What follows belongs to an exercise in optimizing a design on an open flow for small area; a production flow would make more cautious choices.
Where RTL was checked, it was by simulation tests only, not by an equivalence proof against the original.
Only the layout flow was run in runs 3 to 6; the RTL was not checked for function there.
Power figures rest on the tool's default switching activity, not on a simulated workload.

==> design.v <==
`default_nettype none
package rv_isa_pkg;
    typedef logic [4:0] reg_idx_t;
    localparam reg_idx_t ZERO_REG = 5'd0;
    localparam logic [6:0] OPC_I      = 7'b0010011;
    localparam logic [6:0] OPC_R      = 7'b0110011;  
    localparam logic [6:0] OPC_LUI    = 7'b0110111;
    localparam logic [6:0] OPC_AUIPC  = 7'b0010111;
    localparam logic [6:0] OPC_S      = 7'b0100011;
    localparam logic [6:0] OPC_L      = 7'b0000011;
    localparam logic [6:0] OPC_B      = 7'b1100011;
    localparam logic [6:0] OPC_JAL    = 7'b1101111;
    localparam logic [6:0] OPC_JALR   = 7'b1100111;
    localparam logic [6:0] OPC_SYSTEM = 7'b1110011;
    localparam logic [2:0] F3_ADD  = 3'b000;  
    localparam logic [2:0] F3_SLL  = 3'b001;
    localparam logic [2:0] F3_SLT  = 3'b010;
    localparam logic [2:0] F3_SLTU = 3'b011;
    localparam logic [2:0] F3_XOR  = 3'b100;
    localparam logic [2:0] F3_SR   = 3'b101;  
    localparam logic [2:0] F3_OR   = 3'b110;
    localparam logic [2:0] F3_AND  = 3'b111;
    localparam logic [2:0] F3_BEQ  = 3'b000;
    localparam logic [2:0] F3_BNE  = 3'b001;
    localparam logic [2:0] F3_BLT  = 3'b100;
    localparam logic [2:0] F3_BGE  = 3'b101;
    localparam logic [2:0] F3_BLTU = 3'b110;
    localparam logic [2:0] F3_BGEU = 3'b111;
    localparam logic [2:0] F3_LB  = 3'b000;
    localparam logic [2:0] F3_LH  = 3'b001;
    localparam logic [2:0] F3_LW  = 3'b010;
    localparam logic [2:0] F3_LBU = 3'b100;
    localparam logic [2:0] F3_LHU = 3'b101;
    localparam logic [2:0] F3_SB = 3'b000;
    localparam logic [2:0] F3_SH = 3'b001;
    localparam logic [2:0] F3_SW = 3'b010;
    localparam logic [6:0] F7_BASE = 7'b0000000;
    localparam logic [6:0] F7_ALT  = 7'b0100000;  
endpackage
`default_nettype wire
`default_nettype none
package exe_pkg;
    localparam int XLEN_DEF = 32;
    localparam logic [3:0] MEM_NOP = 4'd0;
    localparam logic [3:0] LB      = 4'd1;
    localparam logic [3:0] LH      = 4'd2;
    localparam logic [3:0] LW      = 4'd3;
    localparam logic [3:0] LBU     = 4'd4;
    localparam logic [3:0] LHU     = 4'd5;
    localparam logic [3:0] SB      = 4'd6;
    localparam logic [3:0] SH      = 4'd7;
    localparam logic [3:0] SW      = 4'd8;
endpackage
`default_nettype wire
`timescale 1ns/1ps
`default_nettype none
module exe_top #(
    parameter int XLEN = exe_pkg::XLEN_DEF
) (
    input  wire                  clk_i,
    input  wire                  rst_i,
    input  wire                  in_valid_i,
    output logic                 in_ready_o,
    input  wire [31:0]           inst_i,
    input  wire [XLEN-1:0]       inst_addr_i,
    input  wire [XLEN-1:0]       op1_i,
    input  wire [XLEN-1:0]       op2_i,
    input  wire [4:0]            reg_waddr_i,
    input  wire                  reg_we_i,
    output logic                 out_valid_o,
    input  wire                  out_ready_i,
    output logic                 reg_we_o,
    output logic [4:0]           reg_waddr_o,
    output logic [XLEN-1:0]      reg_wdata_o,
    output logic                 mem_we_o,
    output logic [XLEN-1:0]      mem_addr_o,
    output logic [XLEN-1:0]      mem_wdata_o,
    output logic [3:0]           mem_op_o,
    output logic                 jump_en_o,
    output logic [XLEN-1:0]      jump_addr_o
);
    function automatic logic [32:0] carries_bk(input logic [31:0] p_in, input logic [31:0] g_in, input logic cin);
        logic [31:0] p, g;
        logic [32:0] c;
        p = p_in;
        g = g_in;
        g[0] = g[0] | (p[0] & cin);
        for (int i = 1; i <= 5; i++) begin
            for (int j = 2**i - 1; j < 32; j = j + 2**i) begin
                g[j] = g[j] | (p[j] & g[j - 2**(i-1)]);
                p[j] = p[j] & p[j - 2**(i-1)];
            end
        end
        for (int i = 5; i > 0; i--) begin
            for (int j = 2**i + 2**(i-1) - 1; j < 32; j = j + 2**i) begin
                g[j] = g[j] | (p[j] & g[j - 2**(i-1)]);
                p[j] = p[j] & p[j - 2**(i-1)];
            end
        end
        c = {g, cin};
        carries_bk = c;
    endfunction
    logic ld, hd;
    assign ld = ~out_valid_o | out_ready_i;
    assign hd = ~ld;
    logic [6:0] opc;
    logic [2:0] f3;
    logic       f7_zero, f7_alt;
    logic       is_opi, is_opr, is_lui, is_ld, is_st, is_br, is_jmp;
    logic       alu_ok;
    assign opc     = inst_i[6:0];
    assign f3      = inst_i[14:12];
    assign f7_zero = inst_i[31:25] == 7'b0000000;
    assign f7_alt  = inst_i[31:25] == 7'b0100000;
    assign is_opi  = opc == rv_isa_pkg::OPC_I;
    assign is_opr  = opc == rv_isa_pkg::OPC_R;
    assign is_lui  = opc == rv_isa_pkg::OPC_LUI || opc == rv_isa_pkg::OPC_AUIPC;
    assign is_ld   = opc == rv_isa_pkg::OPC_L;
    assign is_st   = opc == rv_isa_pkg::OPC_S;
    assign is_br   = opc == rv_isa_pkg::OPC_B;
    assign is_jmp  = opc == rv_isa_pkg::OPC_JAL || opc == rv_isa_pkg::OPC_JALR;
    assign alu_ok = (is_opr & (f7_zero | f7_alt)) |
                    (is_opi & ~(f3 == 3'b001 & ~f7_zero) & ~(f3 == 3'b101 & ~f7_zero & ~f7_alt));
    logic sub, use_imm, s_fmt, sel_alu, sel_pc4;
    assign sub     = ~opc[2] & (opc[6] | (opc[4] & ((f3[2:1] == 2'b01) | (f3 == 3'b000 & opc[5] & inst_i[30]))));
    assign use_imm = ~opc[4] & (~opc[6] | opc[2]);
    assign s_fmt   = opc[5] & ~opc[2];
    assign sel_alu = opc[4] & ~opc[2];
    assign sel_pc4 = opc[6];
    logic [31:0] imm_a, b_a, p_a, g_a, sum_a;
    logic [32:0] c_a;
    logic        lt_u, lt_s, eq;
    assign imm_a = {{20{inst_i[31]}}, inst_i[31:25], s_fmt ? inst_i[11:7] : inst_i[24:20]};
    logic e_imm, e_pos, e_neg;
    assign e_imm = use_imm;
    assign e_pos = ~use_imm & ~sub;
    assign e_neg = ~use_imm & sub;
    assign b_a   = (imm_a & {32{e_imm}}) | (op2_i & {32{e_pos}}) | (~op2_i & {32{e_neg}});
    assign p_a   = op1_i ^ b_a;
    assign g_a   = op1_i & b_a;
    assign c_a   = carries_bk(p_a, g_a, sub);
    assign sum_a = p_a ^ c_a[31:0];
    assign lt_u = ~c_a[32];
    assign lt_s = lt_u ^ op1_i[31] ^ op2_i[31];
    assign eq   = &p_a;  
    logic [31:0] imm_b, sum_b, pc4;
    logic [32:0] c_b;
    assign imm_b = opc[2] ? {{12{inst_i[31]}}, inst_i[19:12], inst_i[20], inst_i[30:21], 1'b0}
                          : {{20{inst_i[31]}}, inst_i[7], inst_i[30:25], inst_i[11:8], 1'b0};
    assign c_b   = carries_bk(inst_addr_i ^ imm_b, inst_addr_i & imm_b, 1'b0);
    assign sum_b = inst_addr_i ^ imm_b ^ c_b[31:0];
    assign pc4[1:0] = inst_addr_i[1:0];
    assign pc4[2]   = ~inst_addr_i[2];
    for (genvar i = 3; i < 32; i++) begin : g_pc4
        assign pc4[i] = inst_addr_i[i] ^ (&inst_addr_i[i-1:2]);
    end
    logic cond, taken;
    assign cond  = f3[2] ? (f3[1] ? lt_u : lt_s) : eq;
    assign taken = is_br & (f3[2] | ~f3[1]) & (cond ^ f3[0]);
    logic [31:0] sh_in, s0, s1, s2, s3, s4;
    logic        fill;
    logic [4:0]  shamt;
    assign shamt = op2_i[4:0];
    assign fill  = f3[2] & inst_i[30] & op1_i[31];
    always_comb begin
        for (int i = 0; i < 32; i++) sh_in[i] = (op1_i[i] & f3[2]) | (op1_i[31-i] & ~f3[2]);
    end
    assign s0 = shamt[0] ? {{1{fill}},  sh_in[31:1]}  : sh_in;
    assign s1 = shamt[1] ? {{2{fill}},  s0[31:2]}     : s0;
    assign s2 = shamt[2] ? {{4{fill}},  s1[31:4]}     : s1;
    assign s3 = shamt[3] ? {{8{fill}},  s2[31:8]}     : s2;
    assign s4 = shamt[4] ? {{16{fill}}, s3[31:16]}    : s3;
    logic [31:0] w1_d, w2_d;
    logic e_add, e_p, e_g, e_shr, e_shl, e_slt, e_sltu;
    assign e_add  = ~sel_pc4 & (~sel_alu | f3 == 3'b000);
    assign e_p    = ~sel_pc4 & sel_alu & f3[2] & ~f3[0];
    assign e_g    = ~sel_pc4 & sel_alu & f3[2] & f3[1];
    assign e_shr  = ~sel_pc4 & sel_alu & f3 == 3'b101;
    assign e_shl  = ~sel_pc4 & sel_alu & f3 == 3'b001;
    assign e_slt  = ~sel_pc4 & sel_alu & f3 == 3'b010;
    assign e_sltu = ~sel_pc4 & sel_alu & f3 == 3'b011;
    always_comb begin
        for (int i = 0; i < 32; i++)
            w1_d[i] = (sum_a[i] & e_add) | (p_a[i] & e_p) | (g_a[i] & e_g) |
                      (s4[i] & e_shr) | (s4[31-i] & e_shl) | (pc4[i] & sel_pc4);
        w1_d[0] = w1_d[0] | (lt_s & e_slt) | (lt_u & e_sltu);
    end
    logic e_op2, e_sb, e_sa;
    assign e_op2 = ~opc[6] & ld;
    assign e_sb  = opc[6] & (opc[3] | ~opc[2]) & ld;
    assign e_sa  = opc[6] & ~opc[3] & opc[2] & ld;
    assign w2_d  = (op2_i & {32{e_op2}}) | (sum_b & {32{e_sb}}) | ({sum_a[31:1], 1'b0} & {32{e_sa}}) | (~w2_n & {32{hd}});
    logic       reg_we_d, wb_d, jump_en_d;
    logic [4:0] waddr_d;
    logic [3:0] mem_op_d;
    assign reg_we_d  = alu_ok | is_ld | is_jmp | (is_lui & reg_we_i);
    assign wb_d      = alu_ok | is_lui | is_jmp;
    assign waddr_d   = (alu_ok | is_lui | is_ld | is_st | is_jmp) ? reg_waddr_i : 5'd0;
    assign jump_en_d = taken | is_jmp;
    always_comb begin
        mem_op_d = exe_pkg::MEM_NOP;
        if (is_ld) begin
            case (f3)
                3'b000:  mem_op_d = exe_pkg::LB;
                3'b001:  mem_op_d = exe_pkg::LH;
                3'b010:  mem_op_d = exe_pkg::LW;
                3'b100:  mem_op_d = exe_pkg::LBU;
                3'b101:  mem_op_d = exe_pkg::LHU;
                default: mem_op_d = exe_pkg::MEM_NOP;
            endcase
        end else if (is_st) begin
            case (f3)
                3'b000:  mem_op_d = exe_pkg::SB;
                3'b001:  mem_op_d = exe_pkg::SH;
                3'b010:  mem_op_d = exe_pkg::SW;
                default: mem_op_d = exe_pkg::MEM_NOP;
            endcase
        end
    end
    logic [31:0] w1_n, w2_n;
    logic        wb_n;
    assign in_ready_o = ~out_valid_o | out_ready_i;
    always_ff @(posedge clk_i) begin
        if (rst_i) begin
            out_valid_o <= 1'b0;
        end else if (in_ready_o) begin
            out_valid_o <= in_valid_i;
        end
    end
    always_ff @(posedge clk_i) begin
        w1_n        <= (~w1_d & {32{ld}}) | (w1_n & {32{hd}});
        w2_n        <= ~w2_d;
        wb_n        <= (~wb_d & ld) | (wb_n & hd);
        reg_we_o    <= (reg_we_d & ld) | (reg_we_o & hd);
        reg_waddr_o <= (waddr_d & {5{ld}}) | (reg_waddr_o & {5{hd}});
        mem_we_o    <= (is_st & ld) | (mem_we_o & hd);
        mem_op_o    <= (mem_op_d & {4{ld}}) | (mem_op_o & {4{hd}});
        jump_en_o   <= (jump_en_d & ld) | (jump_en_o & hd);
    end
    logic mem_n, st_n;
    assign mem_n = ~|mem_op_o;
    assign st_n  = ~(mem_op_o[3] | (mem_op_o[2] & mem_op_o[1]));
    assign reg_wdata_o = ~(w1_n | {32{wb_n}});
    assign mem_addr_o  = ~(w1_n | {32{mem_n}});
    assign mem_wdata_o = ~(w2_n | {32{st_n}});
    assign jump_addr_o = ~(w2_n | {32{~jump_en_o}});
endmodule
`default_nettype wire
==> flow/run.sh <==
#!/bin/bash
# Standard ORFS layout (the standard.sh) with these changes:
#  - synthesis buffers are removed before global placement (as the
#    timing-driven mode does);
#  - the port buffers are made from the smallest buffer cell;
#  - clock tree synthesis uses small clock buffers and no dummy loads.
# Tool output goes to standard.log and ORFS's per-step logs under orfs/logs.
here=$(pwd)
export BUFFER_PORTS_ARGS="-buffer_cell sky130_fd_sc_hd__buf_1"
export PRE_GLOBAL_PLACE_TCL="$here/flow/pre_gpl.tcl"
export CTS_ARGS="-sink_clustering_enable -repair_clock_nets -dont_use_dummy_load -buf_list sky130_fd_sc_hd__clkbuf_8 -root_buf sky130_fd_sc_hd__clkbuf_8 -sink_clustering_size 10"
bash standard.sh > standard.log 2>&1
==> flow/pre_gpl.tcl <==
# drop synthesis buffers; repair_design re-buffers where slew or load needs it
if { !$::env(GPL_TIMING_DRIVEN) } {
  remove_buffers
}
==> standard.sh <==
#!/bin/bash
# synth_recipe.tcl (not shown) runs the flow's synth.tcl, then flattens the netlist and writes it again
# the make line also repeats each setting of config.mk as NAME=value (left out here)
make -C /OpenROAD-flow-scripts/flow DESIGN_CONFIG=/design/flow/config.mk WORK_HOME=/design/flow/orfs CLKGATE_MAP_FILE= SYNTH_SCRIPT=/design/flow/synth_recipe.tcl "${@:-finish}"
==> config.mk <==
export PLATFORM = sky130hd
export DESIGN_NAME = exe_top
export DESIGN_NICKNAME = exe_top
export VERILOG_FILES = /design/flow/design.v
export SDC_FILE = /design/flow/constraint.sdc
export NUM_CORES = 4
export LEC_CHECK = 0
export ABC_AREA = 1
export CAP_MARGIN = 20
export CORE_MARGIN = 2
export CORE_UTILIZATION = 45
export GPL_TIMING_DRIVEN = 0
export SETUP_SLACK_MARGIN = 0.15
export SLEW_MARGIN = 20
==> constraint.sdc <==
create_clock -name core_clock -period 5.0 [get_ports {clk_i}]
set_input_delay 1.0000 -clock core_clock [delete_from_list [all_inputs] [get_ports {clk_i}]]
set_output_delay 1.0000 -clock core_clock [all_outputs]
set_load 0.01 [all_outputs]
==> results.json, run 1 <==
{
  "outcome": "complete, no violations",
  "drt-total-wl_um": 47800,
  "antenna_found_initial": 2,
  "fin_nets": 2146,
  "wire_per_inst_um": 21.4,
  "grt-ovfl-total": 0,
  "syn_to_final_growth_pct": 19.1,
  "dieArea_um2": 24800,
  "peakVddDrop_uv": 123,
  "worstMarginPinSlew_ns": 1.11,
  "yosysMostFrequentCell": "nand2_1",
  "synth_cell_type_count": 54,
  "cp.required_ns": 5.22,
  "grt_max_degree": 59,
  "row_count": 56,
  "dp_slack_ns": -2.38,
  "die_x_um": 158,
  "worstPathCellList": "buf_4 -> inv_6 -> nand2_1 -> nor3_2 -> o21ai_2 -> nand2_4 -> buf_12 -> inv_6 -> nor2_4 -> nor3_4 -> fa_2 -> inv_2 -> fa_2 -> nand3_2 -> nand2_2 -> nand2_2 -> a21oi_1 -> or2_2 -> fa_1 -> xor2_1 -> a221oi_1 -> nand2_1 -> nor2_1",
  "layout_setup_ws_ns": 0.322,
  "rsz0062_at_grt": "no",
  "via_count": 13300,
  "p_leak_nw": 5.53,
  "fmax_ghz": 0.214,
  "cts_tree": "yes",
  "synth_nets": 1902,
  "worstPathArrival_ns": 4.89,
  "top_usage_layer": "met2",
  "ys.flop_type": "edfxtp_1",
  "hold_class": "reg -> reg",
  "dp_hpwl_um": 37400,
  "path_buf_inv": 5,
  "design.core.area_um2": 23300,
  "drtPass1Iterations": 6,
  "power_w": 0.00281,
  "finalHoldViolations": 0,
  "start_util_pct": 45.5,
  "use_met1_pct": 53.7,
  "crit_family": "simple AND/OR/NAND/NOR gates",
  "ant_nets": 0,
  "yosysSeqAreaShare_pct": 19.0,
  "synth-seq-cells": 78,
  "synth.cells.most_frequent": "nand2_1, nand3_1, nor2_1",
  "finalSetupViolations": 0,
  "power_density_nw_per_um2": 223,
  "synthCells": 1666,
  "fin_crit_sh_pct": 93.6,
  "startpoint_type": "primary input",
  "root_buffer": "clkbuf_8",
  "yosysWarnings": 1,
  "gr-usage-met3_pct": 6.16,
  "drt_iter0_markers": 1570,
  "maxSlewHeadroom_pct": 25.4,
  "io_pins": 280,
  "worst_clock_skew_ns": 0.0248,
  "yosysTopAreaCell": "nand3_1",
  "htree_levels": 3,
  "clk_pin_slew_ns": 0.09,
  "drive_above_1_share_pct": 9.70,
  "track_usage_pct": 37.6,
  "max_stage_delay_ns": 0.53,
  "layout.area.seq_um2": 2010,
  "grt_pass1_vias": 11400,
  "syn_avg_cell_area_um2": 6.37,
  "synth_edf_count": 45,
  "crit_slowest_cell": "a221oi_1",
  "synth_area_um2": 10600,
  "path_class": "in -> reg",
  "drv_cap": 0,
  "fillers": 2458,
  "cts_buffer_depth": 2,
  "drc": 0,
  "multiInputGateArea_um2": 7940,
  "hold_ws_ns": 0.567,
  "period_minus_slack_ns": 4.68,
  "met2_usage_pct": 57.4,
  "gp_congestion": 1.01,
  "endpoint_kind": "flip-flop",
  "crit_fanout": 16,
  "report.final.slew_viol_count": 0,
  "portBuffers": 279,
  "grt_pass1_wl_um": 69400,
  "yosysTopAreaCellShare_pct": 13.0,
  "die_h_um": 158,
  "async_flop_share_pct": 0,
  "clock_latency_ns": 0.38,
  "cts_buffers": 9,
  "ys_top_cells_by_area": "nand3_1, edfxtp_1, nand2_1",
  "cts_sinks": 78,
  "viasPerCell": 5.98
}
-- cells by family after synthesis --
logic type                 count (synthesis)  share of synthesized area (%)
DFF                                       78                           19.0
buffers and inverters                    257                           9.47
muxes                                      4                          0.377
xor gates and xnor gates                  38                           3.14
and+or+nand+nor                          897                           37.0
adders and majority gates                 98                           13.8
AOI/OAI and AO/OA                        294                           17.3
-- report_power, final --
| part | total [W] | switching (W) | internal [W] |
|---|---|---|---|
| clock network | 0.000426 | 0.000264 | 0.000162 |
| logic | 0.00152 | 0.000978 | 0.000539 |
| registers | 0.000868 | 0.0000742 | 0.000794 |
-- cell type report --
cell class / count / area share [%]
antenna: 2 / 0.0396
clock buffer: 9 / 0.980
inverter: 170 / 5.27
multi-input combinational: 1332 / 62.8
sequential: 78 / 15.9
tap: 319 / 3.16
timing repair buffer: 319 / 11.8
-- repair_timing --
item | in CTS | in global routing
pin swaps | 12 | 22
setup endpoints to repair | 62 | 31
cloned | 2 | 0
resized for setup | 55 | 42
hold buffers | 0 | 0
buffers inserted | 20 | 11
-- worst min-delay path, stage by stage (launching register included) --
cell     delay, ns
dfxtp_1       0.36
o22ai_1       0.09
nor2_1        0.08
-- path summary, 6_finish.rpt --
kind / depth (start not counted) / startpoint / end / slack [ns]
hold / removal: 2 / w2_n[28]$_DFF_P_ / w2_n[28]$_DFF_P_ / 0.57
setup reg to reg: 6 / out_valid_o$_SDFFE_PP0N_ / w2_n[25]$_DFF_P_ / 2.59
setup / recovery: 23 / inst_i[13] / flip-flop / 0.32
hold reg to reg: 2 / w2_n[28]$_DFF_P_ / w2_n[28]$_DFF_P_ / 0.57
-- metrics by stage --
stage                     area [um^2]  util, %  TNS, ns  instances
after floorplan                 10600        -        0       1666
after detailed placement        11800     50.7   -83.74       2183
final                           12600     54.2        0       2229
after CTS                       12400     53.0        0       2214
after global routing            12600     54.1        0       2228
after global placement          11700     50.1  -105.01       2177
-- cell usage in the layout, fill, tap and decap left out, types with 12 or more instances in the layout --
cell type | netlist | final
a221oi_1 | 38 | 30
edfxtp_1 | 45 | 45
nand3_1 | 276 | 273
buf_4 | 4 | 32
xnor2_1 | 15 | 12
nand2_1 | 297 | 289
o22ai_1 | 44 | 44
inv_2 | 31 | 33
o211ai_1 | 18 | 18
ha_1 | 66 | 65
a31oi_1 | 13 | 12
buf_1 | 24 | 267
dfxtp_1 | 33 | 33
inv_1 | 138 | 128
o21ai_1 | 58 | 56
o21ai_0 | 32 | 32
fa_1 | 32 | 27
a21oi_1 | 58 | 53
nor3_1 | 24 | 19
xor2_1 | 23 | 23
nor2_1 | 257 | 245
-- layer usage --
| metal | part of all wire (%) | vias to the layer above |
|---|---|---|
| met5 | 0 | - |
| met4 | 4.1 | 0 |
| met3 | 10 | 90 |
| met2 | 43 | 802 |
| met1 | 43 | 6218 |
| li1 | - | 6219 |
==> inputs of run 2 (changes only) <==
--- a/config.mk
+++ b/config.mk
@@ -5,7 +5,7 @@
 export SDC_FILE = /design/flow/constraint.sdc
 export NUM_CORES = 4
 export LEC_CHECK = 0
-export ABC_AREA = 1
+export ABC_AREA = 0
 export CAP_MARGIN = 20
 export CORE_MARGIN = 2
 export CORE_UTILIZATION = 45
==> results.json, run 2 <==
{
  "row_count": 55,
  "crit_fanout": 4,
  "wire_per_inst_um": 23.5,
  "endpoint_kind": "flip-flop",
  "via_count": 11700,
  "yosysWarnings": 1,
  "layout_setup_ws_ns": -0.0606,
  "fillers": 2213,
  "ant_nets": 0,
  "grt_pass1_vias": 10800,
  "power_density_nw_per_um2": 223,
  "hold_class": "reg -> reg",
  "cts_buffer_depth": 2,
  "gp_congestion": 0.985,
  "cp.required_ns": 5.23,
  "period_minus_slack_ns": 5.06,
  "drt-total-wl_um": 44200,
  "antenna_cells": 0,
  "dp_hpwl_um": 33900,
  "drtPass1Iterations": 8,
  "die_x_um": 157,
  "cts_sinks": 78,
  "worstMarginPinSlew_ns": 1.13,
  "viasPerCell": 6.20,
  "finalHoldViolations": 0,
  "syn_avg_cell_area_um2": 7.99,
  "cts_tree": "yes",
  "outcome": "failed layout checks",
  "fin_util_pct": 56.9,
  "htree_levels": 3,
  "portBuffers": 279,
  "synth_nets": 1554,
  "rsz0062_at_grt": "yes",
  "so_faults": "negative setup slack",
  "hold_path_depth": 2,
  "synth-seq-cells": 78,
  "fin_nets": 1808,
  "antenna_found_initial": 2,
  "worstPathArrival_ns": 5.29,
  "rr_worst_depth": 4,
  "root_buffer": "clkbuf_8",
  "maxSlewHeadroom_pct": 24.8,
  "layout.cells.most_common_list": "buf_1, nor2_1, a21oi_1",
  "startpoint_type": "primary input",
  "ys.flop_type": "edfxtp_1",
  "grt_max_degree": 62,
  "peakVddDrop_uv": 123,
  "die_h_um": 157,
  "synth_edf_count": 45,
  "hold_ws_ns": 0.575,
  "holdBufCountCts": 0,
  "grt-ovfl-total": 0,
  "dp_slack_ns": -2.39,
  "synth_area_um2": 10500,
  "finalSetupViolations": 2,
  "synth_cell_type_count": 67,
  "dieArea_um2": 24600,
  "start_util_pct": 46.2,
  "synthCells": 1318,
  "p_leak_nw": 5.06,
  "path_class": "in -> reg",
  "worst_clock_skew_ns": 0.0263,
  "design.core.area_um2": 22800,
  "async_flop_share_pct": 0,
  "synth.cells.most_frequent": "nor2_1, a21oi_1, clkbuf_1",
  "layout.area.seq_um2": 2010,
  "yosysMostFrequentCell": "nor2_1",
  "drc": 0,
  "clk_pin_slew_ns": 0.07,
  "clock_latency_ns": 0.40,
  "syn_to_final_growth_pct": 23.2,
  "track_usage_pct": 35.5,
  "multiInputGateArea_um2": 8500,
  "yosysSeqAreaShare_pct": 19.1,
  "drt_iter0_markers": 1148,
  "yosysTopAreaCellShare_pct": 12.8,
  "drive_above_1_share_pct": 13.7,
  "drv_cap": 0,
  "final_common_cell": "buf_1",
  "report.final.slew_viol_count": 0,
  "ys_top_cells_by_area": "edfxtp_1, nor2_1, ha_1",
  "fmax_ghz": 0.198,
  "fin_crit_sh_pct": 101,
  "yosysTopAreaCell": "edfxtp_1",
  "io_pins": 280,
  "grt_pass1_wl_um": 65100,
  "cts_buffers": 9
}
==> run 2: worst paths after layout <==
kind | slack, ns | endpoint | from
max | -0.06 | flip-flop | inst_i[12]
min | 0.58 | w2_n[29]$_DFF_P_ | w2_n[29]$_DFF_P_
max reg2reg | 2.89 | w2_n[28]$_DFF_P_ | out_valid_o$_SDFFE_PP0N_
min reg2reg | 0.58 | w2_n[29]$_DFF_P_ | w2_n[29]$_DFF_P_
==> run 2: area by class of cell <==
cell class | instances | area share, %
clock buffer | 9 | 0.955
inverter | 51 | 1.60
multi-input combinational | 1097 | 65.5
sequential | 78 | 15.5
tap | 313 | 3.02
timing repair buffer | 335 | 13.4
==> run 2: kinds of logic after synthesis <==
group | after synthesis | share of synthesized area [%]
flops | 78 | 19.1
fa+ha+maj | 98 | 13.9
buf+inv | 145 | 5.54
xor+xnor | 61 | 5.07
compound gates | 371 | 24.1
mux | 78 | 11.4
simple gates | 487 | 20.8
==> run 2: routing by layer <==
layer | vias to the layer above | wire length (um) | track usage, %
li1 | 5378 | - | -
met1 | 5534 | 18100 | 47.6
met2 | 656 | 19300 | 54.1
met3 | 112 | 4650 | 9.17
met4 | 2 | 2110 | 15.6
met5 | - | 11 | 0
==> run 2: report_power, final <==
part / switching (W) / internal [W] / leakage (nW)
Clock: 0.000254 / 0.000162 / 0.0647
Sequential: 0.0000756 / 0.000793 / 0.748
Combinational: 0.000952 / 0.000661 / 4.24
Total: 0.00128 / 0.00162 / 5.06
==> run 2: worst max-delay path: stages <==
cell,delay [ns]
buf_12,0.11
clkinv_8,0.05
a31oi_4,0.09
nor3b_4,0.28
o21ai_4,0.12
and2_4,0.16
nor2_1,0.08
a21oi_1,0.05
or2_4,0.23
inv_2,0.06
fa_2,0.20
inv_2,0.04
fa_2,0.42
nand3_4,0.09
buf_4,0.11
nand2_1,0.09
a21o_1,0.21
a21o_1,0.19
fa_1,0.44
a21oi_1,0.16
a21oi_1,0.05
a221oi_1,0.69
o221a_1,0.34
==> run 2: stage by stage <==
| step | total power, W | std cells | instance area, um^2 | setup TNS, ns |
|---|---|---|---|---|
| finish | 0.00290 | 1883 | 13000 | -0.0629 |
| global route | 0.00306 | 1883 | 13000 | -0.524 |
| CTS | 0.00276 | 1858 | 12500 | 0 |
| detailed placement | 0.00226 | 1829 | 12000 | -95.27 |
| global placement | 0.00224 | 1816 | 11700 | -236.05 |
| floorplan | 0.00176 | 1318 | 10600 | -0.0302 |
==> run 2: what timing repair did <==
action,CTS,global route
setup endpoints to repair,63,25
pin swaps,26,45
buffers inserted,18,25
gates resized for setup,60,50
cloned,2,0
==> inputs of run 3 (changes only) <==
--- a/design.v
+++ b/design.v
@@ -154,9 +154,12 @@
     for (genvar i = 3; i < 32; i++) begin : g_pc4
         assign pc4[i] = inst_addr_i[i] ^ (&inst_addr_i[i-1:2]);
     end
-    logic cond, taken;
-    assign cond  = f3[2] ? (f3[1] ? lt_u : lt_s) : eq;
-    assign taken = is_br & (f3[2] | ~f3[1]) & (cond ^ f3[0]);
+    logic taken;
+    logic br_k, taken_eq, taken_lt;
+    assign br_k     = f3[0] ^ (~f3[1] & (op1_i[31] ^ op2_i[31]));
+    assign taken_eq = is_br & ~f3[2] & ~f3[1] & (eq ^ f3[0]);
+    assign taken_lt = is_br & f3[2] & (lt_u ^ br_k);
+    assign taken    = taken_eq | taken_lt;
     logic [31:0] sh_in, s0, s1, s2, s3, s4;
     logic        fill;
     logic [4:0]  shamt;
@@ -179,12 +182,16 @@
     assign e_shl  = ~sel_pc4 & sel_alu & f3 == 3'b001;
     assign e_slt  = ~sel_pc4 & sel_alu & f3 == 3'b010;
     assign e_sltu = ~sel_pc4 & sel_alu & f3 == 3'b011;
+    logic [31:0] w1_rest;
+    logic        slt_k, e_lt;
     always_comb begin
         for (int i = 0; i < 32; i++)
-            w1_d[i] = (sum_a[i] & e_add) | (p_a[i] & e_p) | (g_a[i] & e_g) |
-                      (s4[i] & e_shr) | (s4[31-i] & e_shl) | (pc4[i] & sel_pc4);
-        w1_d[0] = w1_d[0] | (lt_s & e_slt) | (lt_u & e_sltu);
-    end
+            w1_rest[i] = (p_a[i] & e_p) | (g_a[i] & e_g) |
+                         (s4[i] & e_shr) | (s4[31-i] & e_shl) | (pc4[i] & sel_pc4);
+    end
+    assign e_lt  = e_slt | e_sltu;
+    assign slt_k = e_slt & (op1_i[31] ^ op2_i[31]);
+    assign w1_d  = w1_rest | (sum_a & {32{e_add}}) | {31'b0, e_lt & (lt_u ^ slt_k)};
     logic e_op2, e_sb, e_sa;
     assign e_op2 = ~opc[6] & ld;
     assign e_sb  = opc[6] & (opc[3] | ~opc[2]) & ld;
--- a/config.mk
+++ b/config.mk
@@ -5,10 +5,10 @@
 export SDC_FILE = /design/flow/constraint.sdc
 export NUM_CORES = 4
 export LEC_CHECK = 0
-export ABC_AREA = 0
+export ABC_AREA = 1
 export CAP_MARGIN = 20
 export CORE_MARGIN = 2
 export CORE_UTILIZATION = 45
 export GPL_TIMING_DRIVEN = 0
-export SETUP_SLACK_MARGIN = 0.15
+export SETUP_SLACK_MARGIN = 0.1
 export SLEW_MARGIN = 20
==> results.json, run 3 <==
{
  "drt-total-wl_um": 48300,
  "startpoint_type": "primary input",
  "p_switching_w": 0.00130,
  "critPathLaunch": "inst_i[6]",
  "max_stage_delay_ns": 0.44,
  "cp.required_ns": 5.24,
  "antenna_found_initial": 1,
  "cts_sinks": 78,
  "syn_to_final_growth_pct": 15.0,
  "synth-seq-cells": 78,
  "hold_ws_ns": 0.571,
  "yosysSeqAreaShare_pct": 18.6,
  "peakVddDrop_uv": 126,
  "drtPass1Iterations": 8,
  "yosysTopAreaCellShare_pct": 16.6,
  "endpoint_kind": "flip-flop",
  "ys_top_cells_by_area": "nand3_1, edfxtp_1, nand2_1",
  "start_util_pct": 45.9,
  "dieArea_um2": 25200,
  "synth_nets": 1894,
  "placed_area_um2": 12000,
  "root_buffer": "clkbuf_8",
  "finalHoldViolations": 0,
  "final_cells": 2194,
  "fmax_ghz": 0.210,
  "power_density_nw_per_um2": 222,
  "dp_hpwl_um": 37700,
  "via_count": 13200,
  "tns_ns": 0,
  "grt_pass1_wl_um": 72200,
  "antenna_cells": 0,
  "seq_power_share_pct": 31.5,
  "period_minus_slack_ns": 4.76,
  "drv_cap": 0,
  "worstPathArrival_ns": 5.00,
  "crit_slowest_cell": "a221oi_2",
  "fin_nets": 2113,
  "grt_max_degree": 64,
  "power.share.clock_pct": 15.7,
  "synth_area_um2": 10800,
  "clock_latency_ns": 0.39,
  "maxSlewHeadroom_pct": 27.2,
  "fin_crit_sh_pct": 95.2,
  "portBuffers": 279,
  "final_common_cell": "nand3_1",
  "design.core.area_um2": 23500,
  "drc": 0,
  "outcome": "complete, no violations",
  "wire_per_inst_um": 22.0,
  "async_flop_share_pct": 0,
  "power_frac_comb_pct": 52.9,
  "die_h_um": 159,
  "path_class": "in -> reg",
  "die_x_um": 159,
  "gr-usage-met3_pct": 7.13,
  "ys.flop_type": "edfxtp_1",
  "hold_class": "reg -> reg",
  "netSwitchingFraction_pct": 47.4,
  "ff2ff_setup_slack_ns": 2.66,
  "clk_pin_slew_ns": 0.10,
  "cts_tree": "yes",
  "grt_pass1_vias": 11900,
  "grt-ovfl-total": 0,
  "crit_fanout": 24,
  "path_buf_inv": 4,
  "p_leak_nw": 5.42,
  "rr_worst_depth": 7,
  "met2_usage_pct": 58.0,
  "row_count": 56,
  "viasPerCell": 6.02,
  "placed_cells": 2176,
  "yosysTopAreaCell": "nand3_1",
  "fin_util_pct": 52.7,
  "io_pins": 280,
  "synthCells": 1658,
  "drive_above_1_share_pct": 7.47,
  "cts_buffers": 9,
  "crit_cells": 22,
  "reg2reg_from": "out_valid_o$_SDFFE_PP0N_",
  "crit_family": "compound AO/OA/AOI/OAI gates",
  "rsz0062_at_grt": "yes",
  "worst_clock_skew_ns": 0.0330,
  "finalSetupViolations": 0,
  "reg2reg_to": "w2_n[3]$_DFF_P_",
  "syn_avg_cell_area_um2": 6.51,
  "drt_iter0_markers": 1721,
  "layout.cells.most_common_list": "nand3_1, nand2_1, buf_1",
  "top_usage_layer": "met2",
  "intPower_w": 0.00145,
  "use_met1_pct": 50.6,
  "yosysMostFrequentCell": "nand3_1",
  "report.final.slew_viol_count": 0,
  "worstMarginPinSlew_ns": 1.09,
  "htree_levels": 3,
  "ant_nets": 0,
  "holdBufCountCts": 0,
  "worstPathCellList": "buf_4 -> inv_6 -> o21ai_4 -> nor2_4 -> nand2_1 -> nand3_2 -> inv_1 -> fa_1 -> inv_1 -> fa_2 -> nand3_1 -> nand3_2 -> nand2_2 -> nand3_4 -> nand2_2 -> nand2_4 -> a31o_2 -> fa_1 -> xor2_1 -> a221oi_2 -> o21ai_0 -> nor2_1",
  "yosysWarnings": 1,
  "synth_edf_count": 45,
  "synth.cells.most_frequent": "nand3_1, nand2_1, nor2_1",
  "post-route-cell-area_um2": 12400,
  "gp_congestion": 0.967,
  "track_usage_pct": 37.3,
  "synth_cell_type_count": 58,
  "cts_buffer_depth": 2
}
## run 3: changes by cell type after synthesis, moves of 21 or more
cell,before,now
clkbuf_1,75,35
mux4_2,32,0
inv_1,49,112
mux2i_1,30,0
nand3_1,52,359
a21oi_1,89,48
nor2b_1,44,0
nand2_1,69,331
a21o_1,31,5
nor2_1,249,228
## run 3: cell families (layout without fill, tap and decap cells)
logic type      Yosys count  count (layout)  synth area share [%]
xor+xnor                 38              38                  3.08
simple gates            984             985                  40.7
fa+ha+maj                98              98                  13.6
compound gates          240             240                  15.1
buf+inv                 220             436                  8.89
flops                    78              78                  18.6
## run 3: per-layer routing
| layer | part of all wire, % | routed length [um] | vias to the layer above |
|---|---|---|---|
| li1 | - | - | 6182 |
| met1 | 42 | 20100 | 6135 |
| met2 | 43 | 20800 | 768 |
| met3 | 11 | 5090 | 130 |
| met4 | 4.8 | 2340 | 0 |
| met5 | 0 | 0 | - |
## run 3: through the flow
step	setup slack, ns	power (W)
global route	0.0460	0.00291
finish	0.241	0.00275
detailed placement	-1.74	0.00224
CTS	0.101	0.00269
global placement	-3.03	0.00222
floorplan	0.233	0.00173
## run 3: worst register-to-register path: stages, from the launching register on
cell and delay, ns:
dfxtp_1 0.34, inv_1 0.04, nor2_1 0.55, nor2_2 0.32, buf_8 0.25, inv_1 0.35, o22ai_1 0.14, a221oi_1 0.26
## run 3: worst min path at each step
stage                                 from  slack (ns)                to  depth (start not counted)
after floorplan           w2_n[22]$_DFF_P_        0.51  w2_n[22]$_DFF_P_                          2
after global placement    w2_n[22]$_DFF_P_        0.54  w2_n[22]$_DFF_P_                          2
after detailed placement  w2_n[20]$_DFF_P_        0.55  w2_n[20]$_DFF_P_                          2
after CTS                 w2_n[12]$_DFF_P_        0.57  w2_n[12]$_DFF_P_                          2
after global routing      w2_n[11]$_DFF_P_        0.60  w2_n[11]$_DFF_P_                          2
final                     w2_n[12]$_DFF_P_        0.57  w2_n[12]$_DFF_P_                          2
## run 3: repair_timing
item,CTS,global route
setup buffers,6,1
endpoints found under the setup margin,52,25
pin swaps,5,5
cloned,1,0
resized for setup,25,31
## run 3: area by class of cell
class	instances	area, um^2
inverters	131	509
well taps	319	399
multi-input cells	1361	8060
repair buffers	296	1310
fillers	2492	11100
flip-flops and latches	78	2010
clock buffers	9	124
## run 3: power by group through the flow
| stage | Sequential [W] | Combinational [W] | Clock [W] |
|---|---|---|---|
| after floorplan | 0.000856 | 0.000875 | 0 |
| after global placement | 0.000879 | 0.00134 | 0 |
| after detailed placement | 0.000880 | 0.00136 | 0 |
| after CTS | 0.000867 | 0.00139 | 0.000434 |
| after global routing | 0.000881 | 0.00158 | 0.000448 |
| final | 0.000867 | 0.00146 | 0.000431 |
==> inputs of run 4 (changes only) <==
--- a/config.mk
+++ b/config.mk
@@ -8,7 +8,7 @@
 export ABC_AREA = 1
 export CAP_MARGIN = 20
 export CORE_MARGIN = 2
-export CORE_UTILIZATION = 45
+export CORE_UTILIZATION = 55
 export GPL_TIMING_DRIVEN = 0
 export SETUP_SLACK_MARGIN = 0.1
 export SLEW_MARGIN = 20
==> results.json, run 4 <==
{
  "outcome": "complete, no violations",
  "power_density_nw_per_um2": 222,
  "die_x_um": 144,
  "syn_to_final_growth_pct": 14.8,
  "yosysTopAreaCellShare_pct": 16.6,
  "root_buffer": "clkbuf_8",
  "cts_tree": "yes",
  "dp_hpwl_um": 35900,
  "finalSetupViolations": 0,
  "die_h_um": 144,
  "grt_pass1_wl_um": 67900,
  "yosysSeqAreaShare_pct": 18.6,
  "p_leak_nw": 5.42,
  "drc": 0,
  "fin_nets": 2118,
  "clk_pin_slew_ns": 0.10,
  "yosysMostFrequentCell": "nand3_1",
  "startpoint_type": "primary input",
  "worstPathArrival_ns": 5.04,
  "placed_cells": 2122,
  "drive_above_1_share_pct": 8.03,
  "clock_latency_ns": 0.38,
  "wire_per_inst_um": 21.5,
  "fillers": 1839,
  "fin_crit_sh_pct": 96.4,
  "ys.flop_type": "edfxtp_1",
  "dieArea_um2": 20800,
  "syn_avg_cell_area_um2": 6.51,
  "crit_slowest_cell": "fa_1",
  "gp_congestion": 1.05,
  "row_count": 51,
  "ys_top_cells_by_area": "nand3_1, edfxtp_1, nand2_1",
  "holdBufCountCts": 0,
  "power_w": 0.00276,
  "path_class": "in -> reg",
  "fmax_ghz": 0.208,
  "max_stage_delay_ns": 0.43,
  "htree_levels": 3,
  "cp.required_ns": 5.23,
  "worstPathCellList": "buf_6 -> buf_16 -> nor2_4 -> nand2_1 -> o32ai_2 -> nand2_1 -> o21ai_4 -> inv_4 -> o211ai_1 -> ha_1 -> a21oi_2 -> o21ai_1 -> a21oi_2 -> nand2_4 -> buf_4 -> fa_1 -> xnor2_2 -> nor2_1 -> a221oi_1 -> o21ai_1 -> nor2_1",
  "worstMarginPinSlew_ns": 1.09,
  "drv_cap": 0,
  "grt_pass1_vias": 11800,
  "hold_class": "reg -> reg",
  "peakVddDrop_uv": 132,
  "report.final.slew_viol_count": 0,
  "final_common_cell": "nand3_1",
  "synth-seq-cells": 78,
  "via_count": 13600,
  "finalHoldViolations": 0,
  "drt-total-wl_um": 46100,
  "async_flop_share_pct": 0,
  "ant_nets": 0,
  "synth.cells.most_frequent": "nand3_1, nand2_1, nor2_1",
  "drtPass1Iterations": 18,
  "synth_nets": 1894,
  "layout.cells.most_common_list": "nand3_1, nand2_1, buf_1",
  "io_pins": 280,
  "track_usage_pct": 43.5,
  "viasPerCell": 6.31,
  "maxSlewHeadroom_pct": 26.8,
  "synth_edf_count": 45,
  "synth_area_um2": 10800,
  "yosysTopAreaCell": "nand3_1",
  "cts_buffer_depth": 2,
  "yosysWarnings": 1,
  "crit_fanout": 28,
  "period_minus_slack_ns": 4.82,
  "rsz0062_at_grt": "yes",
  "grt_max_degree": 57,
  "start_util_pct": 55.8,
  "synthCells": 1658,
  "portBuffers": 279,
  "design.core.area_um2": 19300,
  "cts_sinks": 78,
  "synth_cell_type_count": 58,
  "cts_buffers": 9,
  "worst_clock_skew_ns": 0.0184,
  "final_cells": 2147,
  "antenna_found_initial": 3,
  "endpoint_kind": "flip-flop",
  "drt_iter0_markers": 1865,
  "grt-ovfl-total": 0
}
[run 4: worst paths after layout]
check / slack [ns] / to / startpoint / depth (start not counted)
min reg2reg: 0.57 / w2_n[9]$_DFF_P_ / w2_n[9]$_DFF_P_ / 2
min: 0.57 / w2_n[9]$_DFF_P_ / w2_n[9]$_DFF_P_ / 2
max: 0.18 / flip-flop / inst_i[14] / 21
max reg2reg: 2.64 / w2_n[1]$_DFF_P_ / out_valid_o$_SDFFE_PP0N_ / 7
[run 4: area by class of cell]
cell class | instances | area [um^2] | area share, %
repair buffers | 301 | 1330 | 10.7
diodes | 2 | 5.00 | 0.0404
well taps | 265 | 332 | 2.67
clock buffers | 9 | 124 | 0.999
multi-input cells | 1361 | 8080 | 65.2
inverters | 131 | 513 | 4.14
flip-flops and latches | 78 | 2010 | 16.2
[run 4: metal layers]
layer  share of wire [%]  track usage (%)  vias to the layer above  wire, um
li1                    -                -                     6181         -
met5               0.028                0                        -        13
met3                  14             12.5                      187      6300
met1                  38             56.9                     6156     17400
met2                  43             65.3                     1026     19600
met4                 6.0             22.5                        2      2750
[run 4: timing repair]
action                                  4_1_cts  5_1_grt
gates resized for setup                      26       33
gates cloned                                  1        0
pin swaps                                     9       18
setup buffers                                 6        5
endpoints found under the setup margin       49       24
[run 4: metrics by stage]
stage	worst slack (ns)	TNS [ns]	util, %	hold slack [ns]	area [um^2]
2_1_floorplan	0.233	0	-	0.505	10800
3_3_place_gp	-2.65	-122.92	60.6	0.547	11700
3_5_place_dp	-1.60	-45.16	61.5	0.555	11900
4_1_cts	0.116	0	63.0	0.571	12200
5_1_grt	0.0567	0	64.1	0.609	12400
6_report	0.182	0	64.1	0.574	12400
[run 4: kinds of logic after synthesis]
kind of cell / after synthesis / share of synthesized area [%]
compound gates: 240 / 15.1
xor+xnor: 38 / 3.08
fa+ha+maj: 98 / 13.6
buf+inv: 220 / 8.89
flops: 78 / 18.6
simple gates: 984 / 40.7
[run 4: worst max-delay path, delay by kind of cell]
family                   cells  cell delay [ns]
AO/OA/AOI/OAI                8             1.62
XOR/XNOR                     1             0.26
adder cells (fa/ha/maj)      2             0.77
buffers and inverters        4             0.73
AND/OR/NAND/NOR              6             0.65
[run 4: where the power goes]
group / switching (W) / internal [W] / total (W)
Sequential: 0.0000737 / 0.000794 / 0.000867
Clock: 0.000251 / 0.000162 / 0.000413
Combinational: 0.000969 / 0.000508 / 0.00148
Total: 0.00129 / 0.00146 / 0.00276
==> inputs of run 5 (changes only) <==
==> flow/run.sh (replaced) <==
#!/bin/bash
# Standard ORFS layout (the standard.sh) with these changes:
#  - synthesis buffers are removed before global placement (as the
#    timing-driven mode does);
#  - the port buffers are made from the smallest buffer cell;
#  - clock tree synthesis uses small clock buffers and no dummy loads;
#  - after global routing, gates on paths with spare slack are downsized
#    (ORFS's power recovery step).
# Tool output goes to standard.log and ORFS's per-step logs under orfs/logs.
here=$(pwd)
export BUFFER_PORTS_ARGS="-buffer_cell sky130_fd_sc_hd__buf_1"
export PRE_GLOBAL_PLACE_TCL="$here/flow/pre_gpl.tcl"
export CTS_ARGS="-sink_clustering_enable -repair_clock_nets -dont_use_dummy_load -buf_list sky130_fd_sc_hd__clkbuf_8 -root_buf sky130_fd_sc_hd__clkbuf_8 -sink_clustering_size 10"
export RECOVER_POWER=100
bash standard.sh > standard.log 2>&1
--- a/config.mk
+++ b/config.mk
@@ -8,7 +8,7 @@
 export ABC_AREA = 1
 export CAP_MARGIN = 20
 export CORE_MARGIN = 2
-export CORE_UTILIZATION = 55
+export CORE_UTILIZATION = 45
 export GPL_TIMING_DRIVEN = 0
 export SETUP_SLACK_MARGIN = 0.1
 export SLEW_MARGIN = 20
==> results.json, run 5 <==
{
  "outcome": "failed layout checks",
  "so_faults": "max-capacitance violations, max-slew violations",
  "yosysTopAreaCellShare_pct": 16.6,
  "clk_pin_slew_ns": 0.09,
  "hold_path_depth": 2,
  "worstPathArrival_ns": 5.03,
  "gp_congestion": 0.967,
  "p_leak_nw": 5.37,
  "track_usage_pct": 37.3,
  "fin_crit_sh_pct": 95.8,
  "yosysWarnings": 1,
  "yosysTopAreaCell": "nand3_1",
  "fmax_ghz": 0.209,
  "startpoint_type": "primary input",
  "yosysMostFrequentCell": "nand3_1",
  "cts_sinks": 78,
  "start_util_pct": 45.9,
  "ys.flop_type": "edfxtp_1",
  "syn_to_final_growth_pct": 14.0,
  "drc": 0,
  "synth_cell_type_count": 58,
  "die_h_um": 159,
  "drt_iter0_markers": 1672,
  "peakVddDrop_uv": 126,
  "rsz0062_at_grt": "yes",
  "antenna_found_initial": 1,
  "syn_avg_cell_area_um2": 6.51,
  "drive_above_1_share_pct": 6.77,
  "fin_nets": 2113,
  "htree_levels": 3,
  "cts_tree": "yes",
  "grt_pass1_wl_um": 72200,
  "synth.cells.most_frequent": "nand3_1, nand2_1, nor2_1",
  "ant_nets": 0,
  "synth-seq-cells": 78,
  "dp_hpwl_um": 37700,
  "hold_class": "reg -> reg",
  "antenna_cells": 0,
  "dp_slack_ns": -1.74,
  "worstMarginPinSlew_ns": 1.52,
  "wire_per_inst_um": 22.0,
  "via_count": 13300,
  "synthCells": 1658,
  "portBuffers": 279,
  "clock_latency_ns": 0.39,
  "drtPass1Iterations": 6,
  "grt_pass1_vias": 11900,
  "maxSlewHeadroom_pct": -1.65,
  "drt-total-wl_um": 48400,
  "cp.required_ns": 5.24,
  "design.core.area_um2": 23500,
  "grt-ovfl-total": 0,
  "drv_cap": 1,
  "io_pins": 280,
  "final_common_cell": "nand3_1",
  "period_minus_slack_ns": 4.79,
  "power_density_nw_per_um2": 223,
  "cts_buffer_depth": 2,
  "worst_clock_skew_ns": 0.0301,
  "path_class": "in -> reg",
  "finalSetupViolations": 0,
  "grt_max_degree": 64,
  "dieArea_um2": 25200,
  "synth_edf_count": 45,
  "synth_nets": 1894,
  "endpoint_kind": "flip-flop",
  "yosysSeqAreaShare_pct": 18.6,
  "die_x_um": 159,
  "rr_worst_depth": 6,
  "fillers": 2505,
  "layout.cells.most_common_list": "nand3_1, nand2_1, buf_1",
  "report.final.slew_viol_count": 64,
  "finalHoldViolations": 0,
  "tns_ns": 0,
  "viasPerCell": 6.04,
  "row_count": 56,
  "layout_setup_ws_ns": 0.210,
  "holdBufCountCts": 0,
  "ys_top_cells_by_area": "nand3_1, edfxtp_1, nand2_1",
  "root_buffer": "clkbuf_8",
  "synth_area_um2": 10800,
  "cts_buffers": 9,
  "crit_fanout": 24,
  "async_flop_share_pct": 0
}
run 5: cell counts after synthesis:
Identical to the previous run, type by type.
run 5: final timing paths:
kind | startpoint | endpoint | slack (ns)
hold / removal | w2_n[12]$_DFF_P_ | w2_n[12]$_DFF_P_ | 0.57
setup reg to reg | out_valid_o$_SDFFE_PP0N_ | w2_n[29]$_DFF_P_ | 1.48
setup / recovery | inst_i[6] | flip-flop | 0.21
hold reg to reg | w2_n[12]$_DFF_P_ | w2_n[12]$_DFF_P_ | 0.57
run 5: timing repair:
action / 4_1_cts / 5_1_grt
buffers inserted: 6 / 1
gates cloned: 1 / 0
gates resized for setup: 25 / 31
setup endpoints to repair: 52 / 25
pin swaps: 5 / 5
run 5: kinds of logic (layout without fill, tap and decap cells):
logic type	after synthesis	count (layout)	synth area share (%)
and+or+nand+nor	984	985	40.7
buffers and inverters	220	436	8.89
adders and majority gates	98	98	13.6
xor gates and xnor gates	38	38	3.08
AOI/OAI and AO/OA	240	240	15.1
DFF	78	78	18.6
run 5: worst max-delay path, stage by stage:
cell	delay [ns]
buf_4	0.34
inv_6	0.18
o21ai_4	0.33
nor2_4	0.08
nand2_1	0.08
nand3_2	0.10
inv_1	0.10
fa_1	0.17
inv_1	0.06
fa_2	0.37
nand3_1	0.11
nand3_2	0.09
nand2_2	0.10
nand3_4	0.09
nand2_2	0.10
nand2_4	0.09
fa_1	0.41
xnor2_1	0.26
nor2_1	0.08
a221oi_1	0.49
o21ai_0	0.22
nor2_1	0.17
run 5: layer usage:
layer | global-route usage, % | wire (um) | part of all wire (%)
met1 | 50.6 | 19800 | 41
met3 | 7.13 | 5400 | 11
met5 | 0 | 0 | 0
met4 | 15.6 | 2210 | 4.6
met2 | 58.0 | 20900 | 43
run 5: per-stage QoR:
step	hold slack, ns	std cells	util [%]	total power, W	instance area, um^2
detailed placement	0.553	2176	50.9	0.00224	12000
CTS	0.572	2192	52.0	0.00269	12300
finish	0.573	2194	52.3	0.00275	12300
global placement	0.542	2167	50.1	0.00222	11800
floorplan	0.505	1658	-	0.00173	10800
global route	0.602	2194	52.3	0.00290	12300
run 5: area by class of cell:
| class | instances | area [um^2] | area share, % |
|---|---|---|---|
| Clock buffer | 9 | 124 | 1.01 |
| Timing Repair Buffer | 296 | 1250 | 10.1 |
| Sequential cell | 78 | 2010 | 16.3 |
| Tap cell | 319 | 399 | 3.24 |
| Multi-Input combinational cell | 1361 | 8020 | 65.1 |
| Inverter | 131 | 508 | 4.13 |
run 5: report_power, final:
part	leakage (nW)	internal (W)	switching [W]
Combinational	4.56	0.000484	0.000960
Sequential	0.746	0.000794	0.0000726
Clock	0.0647	0.000162	0.000271
Total	5.37	0.00144	0.00130
==> inputs of run 6 (changes only) <==
--- a/config.mk
+++ b/config.mk
@@ -6,9 +6,9 @@
 export NUM_CORES = 4
 export LEC_CHECK = 0
 export ABC_AREA = 1
-export CAP_MARGIN = 20
+export CAP_MARGIN = 5
 export CORE_MARGIN = 2
 export CORE_UTILIZATION = 45
 export GPL_TIMING_DRIVEN = 0
 export SETUP_SLACK_MARGIN = 0.1
-export SLEW_MARGIN = 20
+export SLEW_MARGIN = 5
==> results.json, run 6 <==
{
  "dp_hpwl_um": 37600,
  "holdBufCountCts": 0,
  "drv_cap": 2,
  "dieArea_um2": 25200,
  "drt-total-wl_um": 48300,
  "portBuffers": 279,
  "antenna_cells": 0,
  "io_pins": 280,
  "peakVddDrop_uv": 103,
  "yosysMostFrequentCell": "nand3_1",
  "power_w": 0.00275,
  "row_count": 56,
  "async_flop_share_pct": 0,
  "endpoint_kind": "flip-flop",
  "yosysTopAreaCell": "nand3_1",
  "drtPass1Iterations": 6,
  "power.share.clock_pct": 15.7,
  "synth_cell_type_count": 58,
  "cts_sinks": 78,
  "top_usage_layer": "met2",
  "power_frac_comb_pct": 52.8,
  "yosysTopAreaCellShare_pct": 16.6,
  "reg2reg_from": "out_valid_o$_SDFFE_PP0N_",
  "tns_ns": 0,
  "p_leak_nw": 5.39,
  "finalHoldViolations": 0,
  "cts_buffers": 9,
  "start_util_pct": 45.9,
  "ff2ff_setup_slack_ns": 1.47,
  "maxSlewHeadroom_pct": -74.4,
  "fin_nets": 2114,
  "min_from": "w2_n[23]$_DFF_P_",
  "syn_to_final_growth_pct": 14.2,
  "intPower_w": 0.00145,
  "root_buffer": "clkbuf_8",
  "design.core.area_um2": 23500,
  "crit_fanout": 6,
  "ys.flop_type": "edfxtp_1",
  "grt-ovfl-total": 0,
  "seq_power_share_pct": 31.6,
  "synth.cells.most_frequent": "nand3_1, nand2_1, nor2_1",
  "min_to": "w2_n[23]$_DFF_P_",
  "period_minus_slack_ns": 4.80,
  "report.final.slew_viol_count": 97,
  "worstMarginPinSlew_ns": 2.62,
  "drt_iter0_markers": 1489,
  "clk_pin_slew_ns": 0.10,
  "cp.required_ns": 5.24,
  "cts_tree": "yes",
  "hold_path_depth": 2,
  "drc": 0,
  "synth_area_um2": 10800,
  "track_usage_pct": 37.3,
  "rr_worst_depth": 5,
  "met2_usage_pct": 58.2,
  "via_count": 13200,
  "fmax_ghz": 0.208,
  "finalSetupViolations": 0,
  "die_x_um": 159,
  "grt_max_degree": 64,
  "startpoint_type": "primary input",
  "path_class": "in -> reg",
  "gp_congestion": 0.967,
  "layout.cells.most_common_list": "nand3_1, nand2_1, buf_1",
  "layout_setup_ws_ns": 0.196,
  "antenna_found_initial": 0,
  "die_h_um": 159,
  "ant_nets": 0,
  "syn_avg_cell_area_um2": 6.51,
  "dp_slack_ns": -2.35,
  "hold_class": "reg -> reg",
  "reg2reg_to": "w2_n[31]$_DFF_P_",
  "synth-seq-cells": 78,
  "use_met1_pct": 51.1,
  "grt_pass1_vias": 11900,
  "fin_crit_sh_pct": 96.1,
  "htree_levels": 3,
  "worstPathArrival_ns": 5.04,
  "synthCells": 1658,
  "wire_per_inst_um": 22.0,
  "drive_above_1_share_pct": 6.72,
  "gr-usage-met3_pct": 7.18,
  "synth_edf_count": 45,
  "yosysSeqAreaShare_pct": 18.6,
  "grt_pass1_wl_um": 72300,
  "final_common_cell": "nand3_1",
  "p_switching_w": 0.00131,
  "power_density_nw_per_um2": 223,
  "fin_util_pct": 52.4,
  "cts_buffer_depth": 2,
  "viasPerCell": 6.00,
  "yosysWarnings": 1,
  "ys_top_cells_by_area": "nand3_1, edfxtp_1, nand2_1",
  "so_faults": "max-capacitance violations, max-slew violations",
  "rsz0062_at_grt": "no",
  "synth_nets": 1894,
  "clock_latency_ns": 0.38,
  "netSwitchingFraction_pct": 47.4,
  "worst_clock_skew_ns": 0.0290,
  "outcome": "failed layout checks"
}
run 6: final cells by class:
cell class / instances / area (um^2)
Sequential cell: 78 / 2010
Timing Repair Buffer: 297 / 1260
Clock buffer: 9 / 124
Inverter: 131 / 515
Multi-Input combinational cell: 1361 / 8010
Tap cell: 319 / 399
Fill cell: 2531 / 11200
run 6: critical path, cell delays in order:
cell	delay (ns)
buf_2	0.18
nor2_4	0.12
nand2_1	0.09
o32ai_2	0.20
nand2_1	0.13
o21ai_4	0.12
nor2_4	0.07
nand2_1	0.08
nand3_2	0.10
inv_1	0.10
fa_1	0.16
inv_1	0.05
fa_2	0.37
nand3_1	0.11
nand3_2	0.09
nand2_1	0.13
nand3_4	0.10
nand2_1	0.12
nand2_4	0.09
a31o_2	0.22
fa_1	0.40
xor2_1	0.23
a221oi_2	0.44
o21ai_0	0.16
nor2_1	0.16
run 6: what timing repair did:
| item | 4_1_cts | 5_1_grt |
|---|---|---|
| setup buffers | 6 | 4 |
| pin swaps | 4 | 7 |
| gates cloned | 1 | 0 |
| gates resized for setup | 28 | 32 |
| setup endpoints to repair | 63 | 24 |
run 6: worst max path at each step:
stage / from / slack, ns / to / cells after the start
after global placement: inst_i[14] / -3.03 / flip-flop / 28
after detailed placement: inst_i[2] / -2.35 / flip-flop / 22
after CTS: inst_i[14] / 0.09 / flip-flop / 29
after global routing: inst_i[13] / 0.06 / flip-flop / 29
after floorplan: inst_i[14] / 0.23 / flip-flop / 29
final: inst_i[14] / 0.20 / flip-flop / 25
run 6: power by group through the flow:
stage | sequential (W) | combinational, W | clock, W
6_report | 0.000869 | 0.00145 | 0.000432
5_1_grt | 0.000881 | 0.00157 | 0.000456
4_1_cts | 0.000867 | 0.00139 | 0.000438
3_5_place_dp | 0.000881 | 0.00135 | 0
3_3_place_gp | 0.000879 | 0.00134 | 0
2_1_floorplan | 0.000856 | 0.000875 | 0
run 6: routing by layer:
metal | vias up | part of all wire [%]
met5 | - | 0
met4 | 0 | 4.3
met3 | 104 | 11
met2 | 794 | 43
met1 | 6081 | 41
li1 | 6184 | -
run 6: cells by family after synthesis:
group / count (synthesis) / share of synthesized area (%)
AOI/OAI and AO/OA: 240 / 15.1
xor gates and xnor gates: 38 / 3.08
adders and majority gates: 98 / 13.6
buffers and inverters: 220 / 8.89
DFF: 78 / 18.6
and+or+nand+nor: 984 / 40.7
run 6: per-stage QoR:
stage | std cells | cell area, um^2 | hold WS, ns
floorplan | 1658 | 10800 | 0.505
global placement | 2167 | 11800 | 0.542
detailed placement | 2175 | 12000 | 0.553
CTS | 2191 | 12200 | 0.572
global route | 2195 | 12300 | 0.600
finish | 2195 | 12300 | 0.573
==> inputs of run 7 (changes only) <==
--- a/design.v
+++ b/design.v
@@ -175,23 +175,25 @@
     assign s4 = shamt[4] ? {{16{fill}}, s3[31:16]}    : s3;
     logic [31:0] w1_d, w2_d;
     logic e_add, e_p, e_g, e_shr, e_shl, e_slt, e_sltu;
-    assign e_add  = ~sel_pc4 & (~sel_alu | f3 == 3'b000);
-    assign e_p    = ~sel_pc4 & sel_alu & f3[2] & ~f3[0];
-    assign e_g    = ~sel_pc4 & sel_alu & f3[2] & f3[1];
-    assign e_shr  = ~sel_pc4 & sel_alu & f3 == 3'b101;
-    assign e_shl  = ~sel_pc4 & sel_alu & f3 == 3'b001;
-    assign e_slt  = ~sel_pc4 & sel_alu & f3 == 3'b010;
-    assign e_sltu = ~sel_pc4 & sel_alu & f3 == 3'b011;
+    logic e_pc4;
+    assign e_pc4  = sel_pc4 & ld;
+    assign e_add  = ~sel_pc4 & (~sel_alu | f3 == 3'b000) & ld;
+    assign e_p    = ~sel_pc4 & sel_alu & f3[2] & ~f3[0] & ld;
+    assign e_g    = ~sel_pc4 & sel_alu & f3[2] & f3[1] & ld;
+    assign e_shr  = ~sel_pc4 & sel_alu & f3 == 3'b101 & ld;
+    assign e_shl  = ~sel_pc4 & sel_alu & f3 == 3'b001 & ld;
+    assign e_slt  = ~sel_pc4 & sel_alu & f3 == 3'b010 & ld;
+    assign e_sltu = ~sel_pc4 & sel_alu & f3 == 3'b011 & ld;
     logic [31:0] w1_rest;
     logic        slt_k, e_lt;
     always_comb begin
         for (int i = 0; i < 32; i++)
             w1_rest[i] = (p_a[i] & e_p) | (g_a[i] & e_g) |
-                         (s4[i] & e_shr) | (s4[31-i] & e_shl) | (pc4[i] & sel_pc4);
+                         (s4[i] & e_shr) | (s4[31-i] & e_shl) | (pc4[i] & e_pc4);
     end
     assign e_lt  = e_slt | e_sltu;
     assign slt_k = e_slt & (op1_i[31] ^ op2_i[31]);
-    assign w1_d  = w1_rest | (sum_a & {32{e_add}}) | {31'b0, e_lt & (lt_u ^ slt_k)};
+    assign w1_d  = w1_rest | (~w1_n & {32{hd}}) | (sum_a & {32{e_add}}) | {31'b0, e_lt & (lt_u ^ slt_k)};
     logic e_op2, e_sb, e_sa;
     assign e_op2 = ~opc[6] & ld;
     assign e_sb  = opc[6] & (opc[3] | ~opc[2]) & ld;
@@ -235,7 +237,7 @@
         end
     end
     always_ff @(posedge clk_i) begin
-        w1_n        <= (~w1_d & {32{ld}}) | (w1_n & {32{hd}});
+        w1_n        <= ~w1_d;
         w2_n        <= ~w2_d;
         wb_n        <= (~wb_d & ld) | (wb_n & hd);
         reg_we_o    <= (reg_we_d & ld) | (reg_we_o & hd);
==> flow/run.sh (replaced) <==
#!/bin/bash
# Standard ORFS layout (the standard.sh) with these changes:
#  - synthesis buffers are removed before global placement (as the
#    timing-driven mode does);
#  - the port buffers are made from the smallest buffer cell;
#  - clock tree synthesis uses small clock buffers and no dummy loads.
# Tool output goes to standard.log and ORFS's per-step logs under orfs/logs.
here=$(pwd)
export BUFFER_PORTS_ARGS="-buffer_cell sky130_fd_sc_hd__buf_1"
export PRE_GLOBAL_PLACE_TCL="$here/flow/pre_gpl.tcl"
export CTS_ARGS="-sink_clustering_enable -repair_clock_nets -dont_use_dummy_load -buf_list sky130_fd_sc_hd__clkbuf_8 -root_buf sky130_fd_sc_hd__clkbuf_8 -sink_clustering_size 10"
bash standard.sh > standard.log 2>&1
--- a/config.mk
+++ b/config.mk
@@ -6,9 +6,9 @@
 export NUM_CORES = 4
 export LEC_CHECK = 0
 export ABC_AREA = 1
-export CAP_MARGIN = 5
+export CAP_MARGIN = 20
 export CORE_MARGIN = 2
 export CORE_UTILIZATION = 45
 export GPL_TIMING_DRIVEN = 0
 export SETUP_SLACK_MARGIN = 0.1
-export SLEW_MARGIN = 5
+export SLEW_MARGIN = 20
==> results.json, run 7 <==
{
  "outcome": "complete, no violations",
  "layout_setup_ws_ns": 0.167,
  "worst_clock_skew_ns": 0.0265,
  "met2_usage_pct": 60.1,
  "cts_buffers": 9,
  "portBuffers": 279,
  "cts_sinks": 78,
  "synth-seq-cells": 78,
  "yosysTopAreaCellShare_pct": 16.7,
  "die_h_um": 159,
  "die_x_um": 159,
  "max_stage_delay_ns": 0.64,
  "antenna_cells": 0,
  "async_flop_share_pct": 0,
  "design.core.area_um2": 23500,
  "dp_slack_ns": -1.28,
  "yosysSeqAreaShare_pct": 15.7,
  "drtPass1Iterations": 6,
  "dieArea_um2": 25100,
  "fin_nets": 2165,
  "peakVddDrop_uv": 122,
  "synthCells": 1703,
  "startpoint_type": "primary input",
  "finalHoldViolations": 0,
  "drt_iter0_markers": 1737,
  "syn_to_final_growth_pct": 15.4,
  "path_class": "in -> reg",
  "cp.required_ns": 5.05,
  "wire_per_inst_um": 22.4,
  "power_density_nw_per_um2": 223,
  "root_buffer": "clkbuf_8",
  "antenna_found_initial": 0,
  "gr-usage-met3_pct": 7.16,
  "yosysMostFrequentCell": "nand3_1",
  "fin_util_pct": 52.8,
  "placed_area_um2": 11900,
  "yosysTopAreaCell": "nand3_1",
  "drv_cap": 0,
  "final_common_cell": "nand3_1",
  "ys_top_cells_by_area": "nand3_1, dfxtp_1, nand2_1",
  "report.final.slew_viol_count": 0,
  "grt_pass1_wl_um": 72600,
  "synth_nets": 1939,
  "ant_nets": 0,
  "top_usage_layer": "met2",
  "clk_pin_slew_ns": 0.09,
  "drc": 0,
  "start_util_pct": 45.8,
  "worstPathArrival_ns": 4.89,
  "synth_area_um2": 10700,
  "ys.flop_type": "dfxtp_1",
  "use_met1_pct": 55.1,
  "grt_pass1_vias": 11500,
  "via_count": 13600,
  "maxSlewHeadroom_pct": 28.7,
  "layout.cells.most_common_list": "nand3_1, nand2_1, buf_1",
  "clock_latency_ns": 0.37,
  "viasPerCell": 6.04,
  "grt-ovfl-total": 0,
  "worstMarginPinSlew_ns": 1.06,
  "cts_tree": "yes",
  "fmax_ghz": 0.207,
  "crit_fanout": 16,
  "post-route-cell-area_um2": 12400,
  "finalSetupViolations": 0,
  "io_pins": 280,
  "gp_congestion": 0.993,
  "p_leak_nw": 5.43,
  "hold_class": "reg -> reg",
  "synth.cells.most_frequent": "nand3_1, nand2_1, nor2_1",
  "track_usage_pct": 39.3
}
==> run 7: kinds of logic (layout without fill, tap and decap cells) <==
| kind of cell | after synthesis | in the layout | synth area share (%) |
|---|---|---|---|
| AOI/OAI and AO/OA | 266 | 266 | 16.8 |
| xor gates and xnor gates | 39 | 39 | 3.18 |
| adders and majority gates | 98 | 98 | 13.6 |
| buffers and inverters | 221 | 444 | 8.96 |
| DFF | 78 | 78 | 15.7 |
| and+or+nand+nor | 1001 | 1002 | 41.7 |
==> run 7: routing by layer <==
layer  routed length (um)  part of all wire [%]
met1                21500                    43
met2                21500                    43
met3                 5030                    10
met4                 2250                   4.5
met5                    0                     0
==> run 7: cell type report <==
type                    instances  area, um^2  share of cell area (%)
repair buffers                308        1430                    11.5
inverters                     127         500                    4.04
clock buffers                   9         124                   0.999
flip-flops and latches         78        1690                    13.6
well taps                     319         399                    3.22
multi-input cells            1405        8260                    66.6
==> run 7: stage by stage <==
stage,std cells,total power (W),hold WS (ns),setup TNS [ns]
after floorplan,1703,0.00174,0.506,0
after global placement,2207,0.00224,0.546,-187.91
after detailed placement,2218,0.00227,0.552,-42.44
after CTS,2233,0.00270,0.577,0
after global routing,2246,0.00293,0.617,0
final,2246,0.00277,0.575,0
==> run 7: path summary, 6_finish.rpt <==
path	start	end	slack, ns	depth (start not counted)
setup / recovery	inst_i[14]	flip-flop	0.17	21
setup reg to reg	out_valid_o$_SDFFE_PP0N_	w1_n[4]$_DFF_P_	2.02	8
hold / removal	w2_n[18]$_DFF_P_	w2_n[18]$_DFF_P_	0.57	2
hold reg to reg	w2_n[18]$_DFF_P_	w2_n[18]$_DFF_P_	0.57	2
==> run 7: worst max-delay path, delay by kind of cell <==
kind / cells / cell delay [ns]
adders and majority gates: 1 / 0.41
and+or+nand+nor: 13 / 2.44
buffers and inverters: 4 / 0.56
AOI/OAI and AO/OA: 3 / 0.48
==> run 7: power by group <==
part,total (W),switching [W],internal (W)
clock network,0.000413,0.000251,0.000162
logic,0.00147,0.000953,0.000518
registers,0.000885,0.000138,0.000747
total,0.00277,0.00134,0.00143
==> run 7: what timing repair did <==
| item | in CTS | in global routing |
|---|---|---|
| gates cloned | 1 | 0 |
| resized for setup | 22 | 17 |
| pin swaps | 3 | 10 |
| endpoints found under the setup margin | 52 | 19 |
| buffers inserted | 5 | 12 |

Check on run 7: ideal ports give 0.167 ns setup slack; a clkbuf_16 on the clock port and buf_2 on the inputs give 0.187 ns; moving port delays by the midpoint clock arrival (0.402 ns) as well gives -0.216 ns.
